What follows belongs to an exercise in optimizing a design on an open flow for small area, a short achievable clock period and few clock cycles; a production flow would make more cautious choices.
Only simulation tests tie the RTL to the original design; equivalence was not proved.
Power and IR drop assume default switching activity.

== zinc ==
==> flow/design.v (excerpt) <==
module hough_top (
   input  logic                clk,
   input  logic                i_rst_n,
   input  logic                i_row_valid,
   input  hough_pkg::row_t     i_row,
   output logic                o_row_ready,
   output logic                o_res_valid,
   output hough_pkg::result_t  o_res,
   input  logic                i_res_ready
);
   logic [9:0] a_q [10];      
   logic [3:0] rcnt_q;        
   logic       afull_q;       
   logic       vld1_q;        
   logic [3:0] vrow_q;        
   logic       bvalid_q;      
   logic       take;
   logic       xfer;
   logic       blast;         
   assign xfer        = afull_q && (!bvalid_q || blast);
   assign o_row_ready = !afull_q || !bvalid_q;
   assign take        = i_row_valid && o_row_ready;
   always_ff @(posedge clk or negedge i_rst_n) begin
      if (!i_rst_n) begin
         rcnt_q  <= '0;
         afull_q <= 1'b0;
         vld1_q  <= 1'b0;
      end else begin
         vld1_q <= take;
         if (xfer) begin
  ...
Settings: LEC_CHECK=0, ABC_AREA=1, CAP_MARGIN=20, CORE_MARGIN=2, CORE_UTILIZATION=70, SETUP_SLACK_MARGIN=5, SLEW_MARGIN=20; clock period 8.0 ns.
run.sh (not shown) runs the stock make flow with config.mk's settings and CLKGATE_MAP_FILE= SYNTH_SCRIPT=/design/flow/synth_recipe.tcl, a recipe that flattens the netlist after the stock synthesis.
zinc | status: complete | timing, DRC, antenna: pass
Testbench counts of zinc, summed over its fixed seeds: cycles 2,832.
Modified inputs, violet compared to zinc
Settings: ABC_AREA removed (was 1).
[summary]
violet completed; timing, DRC and antenna clean. Both conditions hold for zinc: the flow ran to the end and the final layout passed the timing, DRC and antenna checks. The run showing the greater fmax is violet. Compared with zinc, violet shows static leakage that has gone down by a few percent. Number of cells on the worst reg-to-reg path delta for violet relative to zinc: 1 lower. violet ended up with a lower critical path arrival than zinc did. On post-detailed-route wirelength per cell: violet sits above zinc. violet ends up with a cell area after placement that is 160 µm² higher than in zinc. zinc → violet: met3 routed wirelength dropped 1.1%, portion of total power attributed to combinational logic dropped 2.3 points, non-clock buffer share of cell area barely changed.
> inputs changed (violet -> nickel)
Settings: changing CORE_UTILIZATION from 70 to 55; changing SETUP_SLACK_MARGIN from 5 to 4.8.
nickel — internal power component about 2% lower, violet as reference
Cells: nickel has more instances than violet
Compared with violet, nickel shows cell area power density that has gone down by a few percent.
Hold slack essentially unchanged between violet and nickel.
Looking at slowest stage cell on the critical path, the sky130_fd_sc_hd__clkdlybuf4s50_1 result is from nickel; the sky130_fd_sc_hd__fa_1 one comes from violet.
Cmp nickel and violet / critical path depth / lower: nickel
Compared nickel against violet; layout net count within noise.

---

hough_top, a different RTL version from the one above (not shown whole).
Size: ~2900 cells after synthesis, about 550 flip-flops.
clock: 8.0 ns
lec_check: 0
cap_margin: 20
core_margin: 2
core_utilization: 70
setup_slack_margin: 5
slew_margin: 20
Testbench counts at the start, summed over its fixed seeds: cycles 2,832.
Then changed:
Settings changed: ABC_AREA set to 1, CAP_MARGIN 20 to 10, CORE_UTILIZATION 70 to 65, SLEW_MARGIN 20 to 10.
=>
- via count climbs slightly
- combinational power stays flat
- area after synthesis drops slightly
- hold slack loses 0.0068 ns
- wire length climbs slightly
- global-route usage drops by 2.2 points
Then changed:
Settings changed: CAP_MARGIN 10 to 20, SLEW_MARGIN 10 to 20.
The changed run finished clean; via count stays the same; design area is unchanged; core utilization is unchanged; worst setup slack stays the same; routed wire length is unchanged.

---

Starting RTL as in the previous note.
// hough_top
module hough_top (
   input  logic                clk,
   input  logic                i_rst_n,
   input  logic                i_row_valid,
   input  hough_pkg::row_t     i_row,
   output logic                o_row_ready,
   output logic                o_res_valid,
   output hough_pkg::result_t  o_res,
   input  logic                i_res_ready
);
clock: 8.0 ns
lec_check: 0
cap_margin: 20
core_margin: 2
core_utilization: 70
setup_slack_margin: 5
slew_margin: 20
tns_end_percent: 5
The starting point finished with timing, DRC and antenna clean.
Testbench counts at the start, summed over its fixed seeds: cycles 2,832.
==> next run, changes <==
- CAP_MARGIN: 20 -> 10
- SLEW_MARGIN: 20 -> 10
- TNS_END_PERCENT: 5 -> default
Combinational power hardly moves.
Synthesized cell count is unchanged.
Power went up by 0.90%.
Final cell count increases by about 0.38%.
Sequential share of layout area fell by 0.36 points.

---

== willow ==
hough_top, a different RTL version from the one above (not shown whole).
Size: about 560 flip-flops, roughly 33 I/O pins, roughly 31000 um2 of cells after synthesis.
clock: 8.0 ns
lec_check: 0
abc_clock_period_in_ps: 3200
cap_margin: 20
core_margin: 2
core_utilization: 55
setup_slack_margin: 4.8
slew_margin: 20
Testbench counts of willow, summed over its fixed seeds: cycles 2,871.
> inputs changed (willow -> garnet)
# willow
export LEC_CHECK = 0
export ABC_CLOCK_PERIOD_IN_PS = 3200
export CAP_MARGIN = 20
export CORE_MARGIN = 2
export CORE_UTILIZATION = 55
export SETUP_SLACK_MARGIN = 4.8
export SLEW_MARGIN = 20
create_clock -name core_clock -period 8.0 [get_ports {clk}]
# garnet
export LEC_CHECK = 0
export CAP_MARGIN = 20
export CORE_MARGIN = 2
export CORE_UTILIZATION = 55
export SETUP_SLACK_MARGIN = 4.8
export SLEW_MARGIN = 20
create_clock -name core_clock -period 8.0 [get_ports {clk}]
garnet: flow completed, timing, DRC and antenna clean. From willow to garnet, first-pass GRT wire length did not move at all. Diff garnet..willow | final total power | unchanged. Re fraction of registers with async set or reset after synthesis: no difference whatsoever between garnet and willow.

-- what the ideal ports hide --
In the flow no input, the clock included, has a driving cell. The finished layouts below were timed again as built, in two steps. Step 1 sets driving cells, clkbuf_16 on the clock port and buf_2 on the other inputs (assumed; they add their load-dependent delay and slew). Step 2 moves the port delays by t, midway between the first and last clock arrival at a register: inputs arrive t later, outputs are due t later. That takes back most of the time a late clock gives input paths. a / b / c = ideal ports / drivers / drivers and shift; a / b = the first two.
| run | t, ns | setup slack, ns | hold slack, ns |
|---|---|---|---|
| zinc | 0.676 | 4.992 / 4.982 / 4.586 | 0.423 / 0.423 / 0.423 |
| violet | 0.670 | 5.044 / 4.987 / 4.546 | 0.420 / 0.420 / 0.420 |
| nickel | 0.692 | 4.853 / 4.788 / 4.237 | 0.423 / 0.423 / 0.423 |
| the first run of note 2 | 0.682 | 4.970 / 4.970 / 4.500 | 0.425 / 0.425 / 0.425 |
| the second run of note 2 | 0.681 | 4.996 / 4.948 / 4.524 | 0.418 / 0.418 / 0.418 |
| the third run of note 2 | 0.681 | 4.996 / 4.948 / 4.524 | 0.418 / 0.418 / 0.418 |
| the first run of note 3 | 0.678 | 4.886 / 4.824 / 4.386 | 0.420 / 0.420 / 0.420 |
| the second run of note 3 | 0.677 | 5.033 / 5.029 / 4.505 | 0.426 / 0.426 / 0.426 |
| willow | 0.684 | 4.416 / 4.416 / 4.240 | 0.442 / 0.442 / 0.442 |
| garnet | 0.684 | 4.416 / 4.416 / 4.240 | 0.442 / 0.442 / 0.442 |
After both steps every run listed still meets setup and hold. The setup slack of nickel, which loses most, moves by -0.065 ns with the drivers and by -0.616 ns with both steps.
